From an optimization exercise on the open Yosys and OpenROAD flow, aimed at small area, a short achievable clock period and few clock cycles per item; shortcuts taken in it are not production practice.
RTL that was checked went through simulation tests only; none was proved equivalent to the original.
Power figures rest on the tool's default switching activity, not on a simulated workload.

the baseline:
Design power_calc, start of the top module:
module power_calc (
    input  logic        clk,
    input  logic        rst,
    input  logic        in_valid,
    input  logic [19:0] in_data_1,
    input  logic [2:0]  in_data_2,
    output logic        busy,
    output logic        out_valid,
    output logic [59:0] out_data
);
Size: ~180 flip-flops, roughly 88 I/O pins.
==> flow/config.mk <==
export PLATFORM = sky130hd
export DESIGN_NAME = power_calc
export DESIGN_NICKNAME = power_calc
export VERILOG_FILES = /design/flow/design.v
export SDC_FILE = /design/flow/constraint.sdc
export NUM_CORES = 4
export LEC_CHECK = 0
export CAP_MARGIN = 20
export CORE_MARGIN = 2
export CORE_UTILIZATION = 40
export SLEW_MARGIN = 20
==> flow/constraint.sdc <==
create_clock -name core_clock -period 10.0 [get_ports {clk}]
set_input_delay 2.0000 -clock core_clock [delete_from_list [all_inputs] [get_ports {clk}]]
set_output_delay 2.0000 -clock core_clock [all_outputs]
set_load 0.01 [all_outputs]
standard.sh (not shown) runs the stock make flow with config.mk's settings and CLKGATE_MAP_FILE= SYNTH_SCRIPT=/design/flow/synth_recipe.tcl, a recipe that flattens the netlist after the stock synthesis.
==> flow/flow/run.sh <==
#!/bin/bash
# Standard layout, but with timing repair aiming past the 5 ns margin cap of config.mk.
set -euo pipefail
bash standard.sh SETUP_SLACK_MARGIN=7.0 finish > standard_flow.log 2>&1
The baseline: all stages complete, timing, DRC and antenna checks passed
Testbench counts of the baseline, summed over its fixed seeds: cycles 12,967, items 1,920.
--- input diff the baseline..the candidate ---
--- a/flow/flow/run.sh
+++ b/flow/flow/run.sh
@@ -3,2 +3,2 @@
 set -euo pipefail
-bash standard.sh SETUP_SLACK_MARGIN=7.0 finish > standard_flow.log 2>&1
+bash standard.sh SETUP_SLACK_MARGIN=6.3 finish > standard_flow.log 2>&1
Notes after the runs:
- Lower cell count among the baseline and the candidate: the candidate
- The run with more setup slack is the baseline; the candidate has less.
- The critical path depth number comes out lower for the baseline vs the candidate.
- The candidate vs the baseline, initial antenna violation count went down by 1.
- Relative to the baseline, sequential share of layout area has increased by 3.2 points in the candidate.
- On total power, the higher figure sits with the baseline, not the candidate.
- Changes observed in the candidate relative to the baseline: placer's final routability congestion estimate roughly the same; wire length moved down.
- The candidate packs its core looser than the baseline.
- Looking at clock period minus worst slack, the candidate sits 0.23 ns above the baseline.
- The candidate gives less share of power burned in combinational logic than the baseline did.

---

Another version of the RTL of power_calc (not shown whole).
Size in the first run: about 170 flip-flops.
==> flow/design.v (excerpt) <==
module power_calc (
    input  logic        clk,
    input  logic        rst,
    input  logic        in_valid,
    input  logic [19:0] in_data_1,
    input  logic [2:0]  in_data_2,
    output logic        busy,
    output logic        out_valid,
    output logic [59:0] out_data
);
Settings: LEC_CHECK=0, CAP_MARGIN=20, CORE_MARGIN=2, CORE_UTILIZATION=40, SETUP_SLACK_MARGIN=5, SLEW_MARGIN=20; clock period 10.0 ns.
run.sh (not shown) runs the stock make flow with config.mk's settings and CLKGATE_MAP_FILE= SYNTH_SCRIPT=/design/flow/synth_recipe.tcl, a recipe that flattens the netlist after the stock synthesis.
Stock flow here: none of the scripts above is used.
Then changed:
==> flow/flow/run.sh (new file) <==
#!/bin/bash
# Standard layout, but with timing repair aiming past the 5 ns margin cap of config.mk.
set -euo pipefail
bash standard.sh SETUP_SLACK_MARGIN=5.7 finish > standard_flow.log 2>&1
==> flow/standard.sh (new file) <==
#!/bin/bash
# synth_recipe.tcl (not shown) runs the flow's synth.tcl, then flattens the netlist and writes it again
# the make line also repeats each setting of config.mk as NAME=value (left out here)
make -C /OpenROAD-flow-scripts/flow DESIGN_CONFIG=/design/flow/config.mk WORK_HOME=/design/flow/orfs CLKGATE_MAP_FILE= SYNTH_SCRIPT=/design/flow/synth_recipe.tcl "${@:-finish}"
--- a/flow/config.mk
+++ b/flow/config.mk
@@ -9,4 +9,3 @@
 export CORE_MARGIN = 2
 export CORE_UTILIZATION = 40
-export SETUP_SLACK_MARGIN = 5
 export SLEW_MARGIN = 20
removed: flow/run.sh
Outcome: The changed run finished with timing, DRC and antenna clean. Via count barely changes. Clock-buffer cell count is unchanged. Synthesized area stays the same.
Then changed:
==> flow/flow/run.sh (replaced) <==
#!/bin/bash
# Standard layout, but with timing repair aiming past the 5 ns margin cap of config.mk.
set -euo pipefail
bash standard.sh SETUP_SLACK_MARGIN=6.3 finish > standard_flow.log 2>&1
Worst setup slack improves by 270 ps.
Wire length rises by 5.5%.
Global-route usage goes up by 0.82 points.
Then changed:
==> flow/flow/run.sh (replaced) <==
#!/bin/bash
# Standard layout, but with timing repair aiming past the 5 ns margin cap of config.mk.
set -euo pipefail
bash standard.sh SETUP_SLACK_MARGIN=6.8 finish > standard_flow.log 2>&1
The changed run finished with timing, DRC and antenna clean.
Register-to-register slack improves by 90 ps.
Routed wire length is higher by about 6%.
Clock power is higher by 11%.
Via count is higher by 4.2%.
No run of this note included a check of the RTL's function; only the layout flow was run.

---

## build 59
power_calc, a different RTL version from the one above (not shown whole).
==> flow/design.v (excerpt) <==
module power_calc (
    input  logic        clk,
    input  logic        rst,
    input  logic        in_valid,
    input  logic [19:0] in_data_1,
    input  logic [2:0]  in_data_2,
    output logic        busy,
    output logic        out_valid,
    output logic [59:0] out_data
);
    logic [19:0] b_r;        
    logic [9:0]  a_r;        
    logic [2:0]  j_r;        
    logic [2:0]  rem_r;      
    logic        act_r;      
    logic        first_r;    
    logic        small_r;    
    logic        kzero_r;    
    logic        gate_r;     
    logic        stall_r;    
    logic        bsmall_r;   
    logic [2:0]  nlast_r;    
    logic        busy_r;
    logic [9:0]  ls_r;       
    logic [9:0]  lc_r;       
    logic [19:0] cs_r;       
    logic [19:0] cc_r;       
    logic        co_r;       
    logic        cv_r;       
    logic [2:0]  cj_r;       
    logic        clast_r;    
    logic        cfin_r;     
    logic        ckz_r;      
    logic [59:0] acc_r;      
    logic        ov_r;
    logic [29:0] ts, tc;     
    logic [10:0] lo;         
    logic [19:0] hi;         
    logic [9:0]  wlo;        
    logic [19:0] whi;
    logic        last;
    logic        run;
  ...
clock: 10.0 ns
lec_check: 0
cap_margin: 5
core_margin: 2
core_utilization: 40
cts_buf_list: sky130_fd_sc_hd__clkbuf_8
slew_margin: 5
synth_hierarchical: 1
synth_minimum_keep_size: 0
standard.sh (not shown) runs the stock make flow with config.mk's settings and CLKGATE_MAP_FILE= SYNTH_SCRIPT=/design/flow/synth_recipe.tcl, a recipe that flattens the netlist after the stock synthesis.
==> flow/flow/run.sh <==
#!/bin/bash
set -euo pipefail
bash standard.sh SETUP_SLACK_MARGIN=6.5 "BUFFER_PORTS_ARGS=-buffer_cell sky130_fd_sc_hd__buf_2" finish > standard_flow.log 2>&1
Testbench counts of build 59, summed over its fixed seeds: cycles 12,967, items 1,920.
Relative to build 59, the following input files were edited for build 95:
Settings: swapping 5 for 20 in SLEW_MARGIN; swapping 5 for 20 in CAP_MARGIN.
Build 95 ran to completion and came out clean on the timing, DRC and antenna checks. ~same hold slack in build 95 and build 59. Between build 95 and build 59, the difference in global-route wire length before repair is negligible. The number of remaining DRC errors was comparable across build 95 and build 59. Build 59 → build 95: total power consumption of the routed design saw a decrease; reg-to-reg setup timing slack went down; register bit count reported by yosys shows no meaningful change; post-route clock skew closely matched the old numbers. The final cell count on build 59 is in line with that on build 95.
Input-level comparison between build 71 and build 95:
Settings: a change of CORE_UTILIZATION from 40 to 60.
### Flow results
- Any difference in cell-internal power between build 71 and build 95 is small enough to ignore.
- The worst hold slack reported for build 71 is greater than that of build 95 by 0.036 ns.
- Via count in build 71 is 2.0% higher than in build 95
- Delta (build 71 minus build 95): worst-case clock skew increased 0.0041 ns; instance count on the critical path decreased 2.
- Build 95 has lower met2 routing resource usage after global routing than build 71.
- When build 71 is measured against build 95, its combinational share of power turns out 1.5 points lower.
Inputs modified between build 71 and build 94:
Settings: CORE_UTILIZATION: 60 -> 40; CTS_BUF_LIST: sky130_fd_sc_hd__clkbuf_8 -> unset.
==> flow/flow/run.sh <==
#!/bin/bash
set -euo pipefail
bash standard.sh SETUP_SLACK_MARGIN=6.7 "BUFFER_PORTS_ARGS=-buffer_cell sky130_fd_sc_hd__buf_2" finish > standard_flow.log 2>&1
[summary]
- Build 94 did not stop at any stage, and its layout met the timing, DRC and antenna checks.
- Between build 94 and build 71, the global routing usage on met2 is lower for build 94.
- Build 94 vs. build 71: number of endpoints failing setup at the final stage stayed essentially flat, portion of total power attributed to the clock network rose by 2.7 points, delay contributed by the slowest stage of the critical path fell by 0.25 ns, area fraction of clock buffers and clock inverters rose by 1.2 points.
- Against build 71, post-cts sizing count in build 94 rose by more than 100%.
- met2 wire length grows by more than 10% when moving from build 71 to build 94.

-- separate check: timing with driven ports --
No port has a modelled driver above. Below, the same layouts with a new extraction and two added sets of constraints. Step 1 assumes that a clkbuf_16 drives the clock port and a buf_2 every other input. Step 2 adds t to the input delays and takes it off the output delays; t is the mean of the earliest and latest rising clock arrival at the registers after step 1. Input paths then give back, and output paths get back, about the clock's delay inside the block. Three values: ideal, step 1, step 2; two values: the first two.
run	t, ns	setup slack, ns	hold WS [ns]
the baseline	0.507	6.630 / 6.630 / 6.544	0.477 / 0.477 / 0.477
the candidate	0.499	6.402 / 6.402 / 6.140	0.447 / 0.447 / 0.447
the first run of note 2	0.487	5.271 / 5.219 / 5.505	0.483 / 0.483 / 0.483
the second run of note 2	0.487	5.806 / 5.753 / 5.504	0.481 / 0.481 / 0.481
the third run of note 2	0.483	6.079 / 6.031 / 5.827	0.476 / 0.476 / 0.476
the fourth run of note 2	0.503	6.005 / 5.955 / 5.965	0.496 / 0.496 / 0.496
build 59	0.530	6.556 / 6.556 / 6.271	0.453 / 0.453 / 0.453
build 95	0.526	6.539 / 6.539 / 6.120	0.454 / 0.454 / 0.454
build 71	0.522	6.511 / 6.511 / 6.476	0.490 / 0.490 / 0.490
build 94	0.499	6.685 / 6.685 / 6.243	0.449 / 0.449 / 0.449
After both steps setup and hold are still met in every run listed. The setup slack of build 94, which loses most, moves by 0.000 ns with the drivers and by -0.442 ns with both steps.
